This design comes from an exercise in tuning for small area, a short achievable clock period and few clock cycles on the open sky130 flow, not from production work. In this exercise RTL edits were held to simulation tests only and were not proved equivalent to the original.

==> pepper <==
==> flow/design.v (excerpt) <==
module bitmap_range_allocator_core #(
	parameter int WORD_W = 64
) (
	input  logic                       clk,
	input  logic                       arst_n,
	input  logic                       cfg_we,
	input  logic [bra_pkg::IDX_W-1:0]  cfg_wdata,
	input  logic                       req_valid,
	output logic                       req_ready,
	input  logic [bra_pkg::MODE_W-1:0] req_mode,
	input  logic [bra_pkg::IDX_W-1:0]  req_position,
	input  logic [bra_pkg::IDX_W-1:0]  req_length,
	input  logic                       req_bit_value,
	output logic                       rsp_valid,
	input  logic                       rsp_ready,
	output logic [bra_pkg::IDX_W-1:0]  rsp_found_index,
	output logic [bra_pkg::IDX_W-1:0]  rsp_tally,
	output logic                       rsp_flag,
	output logic [bra_pkg::STAT_W-1:0] rsp_status
);
Settings: LEC_CHECK=0, CAP_MARGIN=20, CORE_MARGIN=2, CORE_UTILIZATION=55, SETUP_SLACK_MARGIN=2, SLEW_MARGIN=20; clock period 9.0 ns.
run.sh (not shown) runs the stock make flow with config.mk's settings and CLKGATE_MAP_FILE= SYNTH_SCRIPT=/design/flow/synth_recipe.tcl, a recipe that flattens the netlist after the stock synthesis.
==> xenon: changes against pepper <==
--- a/flow/design.v
+++ b/flow/design.v
@@ -163,17 +163,16 @@
 	logic [W-1:0]        wbuf, wprev;
 	logic [W-1:0]        xm_q;          
 	logic [11:0]         rn_q;          
 	logic                lead_ge;
 	logic [10:0]         ps_q;          
 	logic                ps_here, ps_prev;
 	logic [2:0]          s_ld [K], s_tr [K], s_mx [K];
 	logic                sk_q;          
-	logic [2:0]          fl_q;          
 	logic [10:0]         o_found, o_tally;
 	logic                o_flag;
 	logic [1:0]          o_status;
 	logic        take;
 	logic [3:0]  q_mode;
 	logic [10:0] q_pos, q_len;
 	logic        q_v;
 	logic [11:0] q_end;
@@ -237,17 +236,17 @@
 			default: ;
 		endcase
 	end
 	logic          m_we, cont;
 	logic [KW-1:0] raddr;
 	logic [W-1:0]  m_wdata, rword, fword;
 	logic          skip_on;
 	logic [KW-1:0] wp_nx;
-	assign skip_on = sk_q && (op_q == bra_pkg::OP_FF || op_q == bra_pkg::OP_AL);
+	assign skip_on = sk_q && (op_q == bra_pkg::OP_FF || op_q == bra_pkg::OP_AL || op_q == bra_pkg::OP_BF);
 	assign wp_nx   = skip_on ? nxt : wp_q + 1'b1;
 	assign cont  = busy && wvalid && (op_q != bra_pkg::OP_IMM) && (skip_on ? has_nxt : (wp_q != lw_q));
 	assign raddr = (busy && !wvalid) ? wp_q : cont ? wp_nx : q_pos[LW+KW-1:LW];
 	bra_store #(.W(W), .K(K), .KW(KW)) u_store (
 		.clk   (clk),
 		.clr   (clr_q),
 		.we    (m_we),
 		.waddr (wp_q),
@@ -362,17 +361,17 @@
 				r_found  = ff_hit ? ff_j : '0;
 				r_status = ff_hit ? bra_pkg::ST_OK : bra_pkg::ST_NONE;
 			end
 			default: begin  
 				if (bf_exact) begin
 					fin = 1'b1;
 				end else begin
 					stay = bf_int && (bf_more || pre_may);
-					fin  = is_last && !stay;
+					fin  = (skip_on ? !has_nxt : is_last) && !stay;
 					if (bf_pre) begin
 						have_n = 1'b1;
 						b_n    = pr[10:0];
 						at_n   = ps_q;
 					end else if (bf_int) begin
 						have_n = 1'b1;
 						b_n    = 11'(ec) - 11'(zi);
 						at_n   = base | 11'(zi + 1'b1);
@@ -412,32 +411,50 @@
 				for (int e = W - 1; e >= 0; e--)
 					zz[e] = (e >= (1 << k)) ? (zz[e] & zz[e - (1 << k)]) : 1'b0;
 			end
 		end
 		w_ld = len_code(ld_ge);
 		w_tr = len_code(tr_ge);
 		w_mx = len_code(mx_ge);
 	end
-	logic [K-1:0]  cw, xok;
+	logic [K-1:0]  cw, xok, cw_q, xk;
 	logic [KW-1:0] nxt;
 	logic          has_nxt;
+	logic [2:0]    e_ld [K], e_tr [K], e_mx [K];
+	logic [2:0]    d_fl;
 	always_comb begin
+		d_fl = d_n[6] ? 3'd6 : d_n[5] ? 3'd5 : d_n[4] ? 3'd4 : d_n[3] ? 3'd3
+		     : d_n[2] ? 3'd2 : d_n[1] ? 3'd1 : 3'd0;
+		for (int x = 0; x < K; x++) begin
+			e_ld[x] = (m_we && wp_q == KW'(x)) ? w_ld : s_ld[x];
+			e_tr[x] = (m_we && wp_q == KW'(x)) ? w_tr : s_tr[x];
+			e_mx[x] = (m_we && wp_q == KW'(x)) ? w_mx : s_mx[x];
+		end
 		for (int x = 0; x < K; x++) begin
 			if (x == 0) xok[x] = 1'b0;
-			else xok[x] = (s_tr[x-1] != 3'd0) && (s_ld[x] != 3'd0) && ((s_tr[x-1] >= fl_q) || (s_ld[x] >= fl_q));
+			else xok[x] = (e_tr[x-1] != 3'd0) && (e_ld[x] != 3'd0) && ((e_tr[x-1] >= d_fl) || (e_ld[x] >= d_fl));
+		end
+		for (int x = 0; x < K; x++) begin
+			if (x == 0) xk[x] = 1'b0;
+			else xk[x] = (e_tr[x-1] != 3'd0) && (e_ld[x] != 3'd0);
 		end
 		for (int x = 0; x < K; x++) begin
-			cw[x] = (s_mx[x] > fl_q) || xok[x] || ((x < K - 1) && xok[(x < K - 1) ? x + 1 : x]);
-			cw[x] = cw[x] && (KW'(x) > wp_q) && (KW'(x) <= lw_q);
+			if (d_op == bra_pkg::OP_BF)
+				cw[x] = (e_mx[x] > d_fl) || xk[x] || ((x < K - 1) && xk[(x < K - 1) ? x + 1 : x])
+				     || ((x > 0) && (e_tr[(x > 0) ? x - 1 : x] > d_fl));
+			else
+				cw[x] = (e_mx[x] > d_fl) || xok[x] || ((x < K - 1) && xok[(x < K - 1) ? x + 1 : x]);
 		end
+	end
+	always_comb begin
 		nxt     = '0;
 		has_nxt = 1'b0;
 		for (int x = K - 1; x >= 0; x--) begin
-			if (cw[x]) begin
+			if (cw_q[x] && (KW'(x) > wp_q) && (KW'(x) <= lw_q)) begin
 				nxt     = KW'(x);
 				has_nxt = 1'b1;
 			end
 		end
 	end
 	logic [W-1:0]  q_mask, n_mask;
 	logic [KW-1:0] wp_inc;
 	logic [10:0]   ps_next;
@@ -521,19 +538,19 @@
 			tally_q <= '0;
 			have_q  <= 1'b0;
 			at_q    <= d_found;
 			st_q    <= d_st;
 			wvalid  <= !cont;
 			wbuf    <= fword;
 			xm_q    <= (fword ^ {W{!d_v}}) & q_mask;
 			rn_q    <= {1'b0, d_n};
-			sk_q    <= (d_op == bra_pkg::OP_FF || d_op == bra_pkg::OP_AL) && !d_v && (d_n <= 11'(W));
-			fl_q    <= d_n[6] ? 3'd6 : d_n[5] ? 3'd5 : d_n[4] ? 3'd4 : d_n[3] ? 3'd3
-			         : d_n[2] ? 3'd2 : d_n[1] ? 3'd1 : 3'd0;
+			sk_q    <= (d_op == bra_pkg::OP_FF || d_op == bra_pkg::OP_AL || d_op == bra_pkg::OP_BF)
+			        && !d_v && (d_n <= 11'(W));
+			cw_q    <= cw;
 			ps_q    <= 11'({q_pos[LW+KW-1:LW], {LW{1'b0}}});
 		end else if (busy && !wvalid) begin
 			wvalid  <= 1'b1;
 			wbuf    <= fword;
 			xm_q    <= (fword ^ {W{!v_q}}) & mask;
 		end else if (adv) begin
 			if (al_hit) begin
 				op_q    <= bra_pkg::OP_WR;
@@ -558,17 +575,19 @@
 					rn_q <= {1'b0, n_q} - {1'b0, c_next};
 					if (!all1) ps_q <= ps_next;
 				end
 				tally_q <= tally_n;
 				wbuf    <= fword;
 				wprev   <= wbuf;
 			end
 			have_q <= have_n;
-			b_q    <= b_n;
 			at_q   <= at_n;
 		end
 	end
+	always_ff @(posedge clk) begin
+		if (adv) b_q <= b_n;
+	end
 	assign rsp_found_index = o_found;
 	assign rsp_tally       = o_tally;
 	assign rsp_flag        = o_flag;
 	assign rsp_status      = o_status;
 endmodule
CORE_UTILIZATION = 40   (was 55)
==> run summary <==
xenon produced a clean layout. pepper died in global routing (5_1_grt).
Synthesized area: pepper is lower than xenon (about 1.2%).
Synthesized cell count is about the same in pepper and xenon.
Testbench counts of pepper, summed over its fixed seeds: cycles 13,665.
Testbench counts of xenon, summed over its fixed seeds: cycles 12,866.

## afterwards: timing with drivers on the ports
No port has a modelled driver above. Below, the same layout with a new extraction and two added sets of constraints. Step 1, drivers: a clkbuf_16 drives clk and a buf_2 each remaining input, both assumed. Step 2 also shifts input and output timing later by t, the mid clock arrival at the registers, as if the neighbouring blocks saw the same clock. Three values: no drivers, after step 1, after step 2; two values: the first two.
run: xenon
shift t [ns]: 0.960
setup WS [ns]: 1.742 / 1.742 / 1.452
worst setup path at the end: input to register
After both steps setup and hold are still met in xenon. The setup slack of xenon moves by 0.000 ns with the drivers and by -0.290 ns with both steps.
